This is an optimization exercise on Yosys and OpenROAD, whose aim is small area, a short achievable clock period and few clock cycles per item, not a production implementation.
RTL that was checked went through simulation tests only; none was proved equivalent to the original.

== job 104 ==
==> flow/design.v (excerpt) <==
module tone_pattern_sequencer_top (
  input  wire logic                  clk_i,
  input  wire logic                  rst_ni,
  input  wire logic                  in_valid_i,
  output logic                       in_stall_o,
  input  wire logic [2:0]            operation_i,
  input  wire logic [TIME_BITS-1:0]  now_ms_i,
  input  wire logic [3:0]            pattern_id_i,
  input  wire logic [15:0]           custom_freq_hz_i,
  input  wire logic [15:0]           custom_duty_i,
  input  wire logic [15:0]           custom_length_ms_i,
  input  wire logic                  enable_value_i,
  output logic                       out_valid_o,
  input  wire logic                  out_stall_i,
  output logic                       tone_on_o,
  output logic [FREQ_BITS-1:0]       tone_freq_hz_o,
  output logic [DUTY_BITS-1:0]       tone_duty_o,
  output logic                       busy_res_o,
  ...
Size in the first run: about 1,200 cells after synthesis, about 150 flip-flops, ~11,000 sq um of cells after synthesis.
clock: 5.5 ns
lec_check: 0
cap_margin: 20
core_margin: 2
core_utilization: 40
setup_slack_margin: 3.0
slew_margin: 20
tns_end_percent: 5
standard.sh (not shown) runs the stock make flow with config.mk's settings and CLKGATE_MAP_FILE= SYNTH_SCRIPT=/design/flow/synth_recipe.tcl, a recipe that flattens the netlist after the stock synthesis.
==> flow/flow/run.sh <==
#!/bin/bash
# The standard layout (the standard.sh, unchanged synthesis and steps),
# with the port buffers made from the smallest plain buffer cell.
export BUFFER_PORTS_ARGS="-buffer_cell sky130_fd_sc_hd__buf_1"
bash standard.sh > standard.log 2>&1
> inputs changed (job 104 -> job 101)
diff --git a/flow/design.v b/flow/design.v
--- a/flow/design.v
+++ b/flow/design.v
@@ -251,14 +251,15 @@
     end
     ge_32 = g[0] | e[0];
   endfunction
   logic           en_q, en_d;
   logic           cust_q, cust_d;
   logic           on_q, on_d;
   logic [4:0]     ev_q, ev_d;
+  logic [6:0]     nd_q, nd_d;
   tps_pkg::time_t due_q, due_d;
   tps_pkg::time_t start_q, start_d;
   tps_pkg::freq_t freq_q, freq_d;
   tps_pkg::duty_t duty_q, duty_d;
   logic           is_wait, ends;
   logic [15:0]    rep;
   logic           ge;
@@ -268,71 +269,77 @@
   logic           op_tick, op_start, op_cust, op_stop, op_en;
   logic           t_begin;
   tps_pkg::step_t tstp, sstp;
   tps_pkg::freq_t tfreq, sfreq;
   tps_pkg::duty_t tduty, sduty, cduty;
   logic           ton, son;
   logic [7:0]     sdur;
+  tps_pkg::step_t astp, bstp;
   tps_pkg::step_t dstp;
   assign op_tick  = (operation_i == OP_TICK);
   assign op_start = (operation_i == OP_START);
   assign op_cust  = (operation_i == OP_CUSTOM);
   assign op_stop  = (operation_i == OP_STOP);
   assign op_en    = (operation_i == OP_ENABLE);
   assign is_wait  = (ev_q == EV_R6) || (ev_q == EV_R7);
   assign ends     = ((ev_q == EV_R6) && !wnz_i) || ((ev_q == EV_R7) && !enz_i);
   assign rep      = (ev_q == EV_E7) ? cfg_i.error_repeat_ms : cfg_i.warning_repeat_ms;
   assign next_rep = add_16(start_q, rep);
   assign cust_zero = (cust_freq_i == '0) || (cust_duty_i == '0) || (cust_len_i == '0);
   assign new_pat   = pattern_id_i[3] ? PAT_NONE : pattern_id_i[2:0];
   assign ge = ge_32(now_i, due_q);
   assign tstp    = ev_step(ev_q);
+  assign astp    = ev_step(ev_after(ev_q, 1'b1, 1'b1));
+  assign bstp    = ev_step(ev_start(pattern_id_i[2:0]));
   assign t_begin = (tstp.dur != '0) && !ends;
   assign tduty   = (tstp.level == tps_pkg::LVL_NORMAL) ? cfg_i.normal_duty :
                    (tstp.level == tps_pkg::LVL_STRONG) ? cfg_i.strong_duty : '0;
   assign ton     = (tstp.freq != '0) && (tduty != '0) && !ends;
   assign tfreq   = ton ? tstp.freq : '0;
   assign sstp  = first_step(new_pat);
   assign sduty = (sstp.level == tps_pkg::LVL_NORMAL) ? cfg_i.normal_duty :
                  (sstp.level == tps_pkg::LVL_STRONG) ? cfg_i.strong_duty : '0;
   assign son   = (sstp.freq != '0) && (sduty != '0);
   assign sfreq = son ? sstp.freq : '0;
   assign cduty = (|cust_duty_i[15:10]) ? 10'h3FF : cust_duty_i[9:0];
   assign dstp     = first_step(pattern_id_i[2:0]);
   assign sdur     = dstp.dur;
   assign now_plus = add_16(now_i, operation_i[1] ? cust_len_i :
-                                  operation_i[0] ? 16'(sdur) : 16'(tstp.dur));
+                                  operation_i[0] ? 16'(sdur) : 16'(nd_q));
   always_comb begin
     en_d    = en_q;
     cust_d  = cust_q;
     on_d    = on_q;
     ev_d    = ev_q;
+    nd_d    = nd_q;
     due_d   = due_q;
     start_d = start_q;
     freq_d  = freq_q;
     duty_d  = duty_q;
     if (take_i) begin
       if (op_tick) begin
         if (ends) ev_d = EV_IDLE;
         if (ge) begin
           cust_d = 1'b0;
           ev_d   = ev_after(ev_q, wnz_i, enz_i);
+          nd_d   = astp.dur[6:0];
           on_d   = ton;
           freq_d = tfreq;
           duty_d = ton ? tduty : '0;
           due_d  = t_begin ? now_plus : next_rep;
-          if (is_wait) start_d = now_i;
         end
+        if (is_wait) start_d = now_i;
       end
       if (op_start) begin
         due_d   = now_plus;
         start_d = now_i;
         if (en_q) begin
           cust_d = 1'b0;
           ev_d   = ev_start(new_pat);
+          nd_d   = bstp.dur[6:0];
           on_d   = son;
           freq_d = sfreq;
           duty_d = son ? sduty : '0;
         end
       end
       if (op_cust) begin
         due_d = now_plus;
@@ -368,14 +375,15 @@
       on_q   <= on_d;
       ev_q   <= ev_d;
       freq_q <= freq_d;
       duty_q <= duty_d;
     end
   end
   always_ff @(posedge clk_i) begin
+    nd_q    <= nd_d;
     due_q   <= due_d;
     start_q <= start_d;
   end
   assign tone_on_o = on_q;
   assign freq_o    = freq_q;
   assign duty_o    = duty_q;
   assign busy_o    = cust_q || (ev_q != EV_IDLE && !ends);
[summary]
Every stage of the flow completed for job 101, and the final layout passed the timing, DRC and antenna checks.
Job 101 against job 104: overall routed net length moved down, floorplan row count did not really move, number of non-clock inverters now sits lower, register share of the cell area grew by 2.0 points.
A highest signal layer in the routed design of met4 is what job 104 shows, while met5 belongs to job 101.
Relative to job 104, combined area of the multi-input logic cells has decreased by about 3.5% in job 101.
The worst hold slack of job 101 was inferior to that of job 104.
Compared with job 104, job 101 shows a higher number of antenna diodes.
Job 104 -> job 101: worst endpoint required time flat
Testbench counts of job 101, summed over its fixed seeds: cycles 8,008, items 8,000.
No functional check of the RTL was part of job 104.

========
rev 12:
Another version of the RTL of tone_pattern_sequencer_top (not shown whole).
Size in the first run: roughly 1,200 cells after synthesis, about 160 flip-flops, roughly 11,000 µm² of cells after synthesis.
clock: 5.5 ns
lec_check: 0
cap_margin: 20
core_margin: 2
core_utilization: 40
setup_slack_margin: 3.0
slew_margin: 20
tns_end_percent: 5
Scripts as last shown in full above: flow/flow/run.sh
Looking at the reports, rev 12 completed the entire flow and the layout it produced met the timing, DRC and antenna checks.
The inputs of rev 13 differ from those of rev 12 as listed below.
--- a/flow/design.v
+++ b/flow/design.v
@@ -128,25 +128,25 @@
   localparam logic [4:0] EV_P1_2 = 5'd2;
   localparam logic [4:0] EV_P1_3 = 5'd3;
   localparam logic [4:0] EV_P1_4 = 5'd4;
   localparam logic [4:0] EV_P2_1 = 5'd5;
   localparam logic [4:0] EV_P2_2 = 5'd6;
   localparam logic [4:0] EV_P2_3 = 5'd7;
   localparam logic [4:0] EV_P2_4 = 5'd8;
   localparam logic [4:0] EV_P3_1 = 5'd9;
   localparam logic [4:0] EV_P3_2 = 5'd10;
-  localparam logic [4:0] EV_E    = 5'd11;
-  localparam logic [4:0] EV_E6   = 5'd12;
-  localparam logic [4:0] EV_E7   = 5'd13;
+  localparam logic [4:0] EV_E     = 5'd11;
+  localparam logic [4:0] EV_E6    = 5'd12;
+  localparam logic [4:0] EV_R6    = 5'd13;
   localparam logic [4:0] EV_P7_1 = 5'd14;
   localparam logic [4:0] EV_P7_2 = 5'd15;
-  localparam logic [4:0] EV_R6   = 5'd16;
-  localparam logic [4:0] EV_R7   = 5'd17;
+  localparam logic [4:0] EV_E7    = 5'd16;
+  localparam logic [4:0] EV_R7    = 5'd17;
   function automatic tps_pkg::step_t ev_step(logic [4:0] ev);
     tps_pkg::step_t t;
     case (ev)
       EV_P1_1: t = {16'd0,    8'd30,  tps_pkg::LVL_OFF};
       EV_P1_2: t = {16'd1175, 8'd90,  tps_pkg::LVL_NORMAL};
       EV_P1_3: t = {16'd0,    8'd30,  tps_pkg::LVL_OFF};
       EV_P1_4: t = {16'd1568, 8'd120, tps_pkg::LVL_NORMAL};
       EV_P2_1: t = {16'd0,    8'd30,  tps_pkg::LVL_OFF};
       EV_P2_2: t = {16'd1175, 8'd90,  tps_pkg::LVL_NORMAL};
@@ -274,21 +274,21 @@
   logic           ton, son;
   logic [7:0]     sdur;
   tps_pkg::step_t astp, bstp;
   tps_pkg::step_t dstp;
   assign op_tick  = (operation_i == OP_TICK);
   assign op_start = (operation_i == OP_START);
   assign op_cust  = (operation_i == OP_CUSTOM);
   assign op_stop  = (operation_i == OP_STOP);
   assign op_en    = (operation_i == OP_ENABLE);
-  assign is_wait  = ev_q[4];
-  assign ends     = ev_q[4] && (ev_q[0] ? !enz_i : !wnz_i);
-  assign rep      = ev_q[0] ? cfg_i.error_repeat_ms : cfg_i.warning_repeat_ms;
+  assign is_wait  = (ev_q == EV_R6) || (ev_q == EV_R7);
+  assign ends     = ((ev_q == EV_R6) && !wnz_i) || ((ev_q == EV_R7) && !enz_i);
+  assign rep      = ev_q[2] ? cfg_i.warning_repeat_ms : cfg_i.error_repeat_ms;
   assign next_rep = add_16(start_q, rep);
   assign cust_zero = (cust_freq_i == '0) || (cust_duty_i == '0) || (cust_len_i == '0);
   assign new_pat   = pattern_id_i[3] ? PAT_NONE : pattern_id_i[2:0];
   assign ge = ge_32(now_i, due_q);
   assign tstp    = ev_step(ev_q);
   assign astp    = ev_step(ev_after(ev_q, 1'b1, 1'b1));
   assign bstp    = ev_step(ev_start(pattern_id_i[2:0]));
   assign t_begin = (tstp.dur != '0) && !ends;
   assign tduty   = (tstp.level == tps_pkg::LVL_NORMAL) ? cfg_i.normal_duty :
==> results.txt <==
- Signed area change from the synthesized netlist to the final layout in rev 13 is 0.42 points above rev 12.
- Re final worst-path cycle share: rev 13 is 2.2 points down on rev 12.
- From rev 12 to rev 13 the numbers moved as follows: global-route congestion overflow total held, worst hold slack across all endpoints went down 0.022 ns, fmax went up about 3.4%.
- Delta (rev 13 minus rev 12): critical path buffer and inverter count fell by 1, sequential share of layout area rose by 0.80 points.
- Compared with rev 12, rev 13 shows a via count that is 669 lower.
- Synthesized cell count for rev 13: 4.9% down relative to rev 12
- Rev 13 vs rev 12 — area of the die dropped 800 µm².
Testbench counts of rev 13, summed over its fixed seeds: cycles 8,008, items 8,000.
Function not checked in rev 12: the RTL went through the layout flow alone.

==> afterwards: timing with drivers on the ports <==
The flow's constraints put no driver on any port. The routed layouts listed below were extracted and timed again, unchanged, in two steps.
Step 1 assumes that a clkbuf_16 drives the clock port and a buf_2 every other input.
Step 2 adds t to the input delays and takes it off the output delays; t is the mean of the earliest and latest rising clock arrival at the registers after step 1. Input paths then give back, and output paths get back, about the clock's delay inside the block.
Three values: ideal, step 1, step 2; two values: the first two.
run | shift t [ns] | slack for setup (ns) | worst setup path at the end
job 104 | 0.482 | 1.784 / 1.784 / 1.340 | input to register
job 101 | 0.476 | 1.773 / 1.773 / 1.398 | input to register
rev 12 | 0.486 | 1.805 / 1.798 / 1.312 | input to register
rev 13 | 0.480 | 1.926 / 1.891 / 1.411 | input to register
After both steps setup and hold are still met in every run listed. The setup slack of rev 13, which loses most, moves by -0.035 ns with the drivers and by -0.515 ns with both steps.
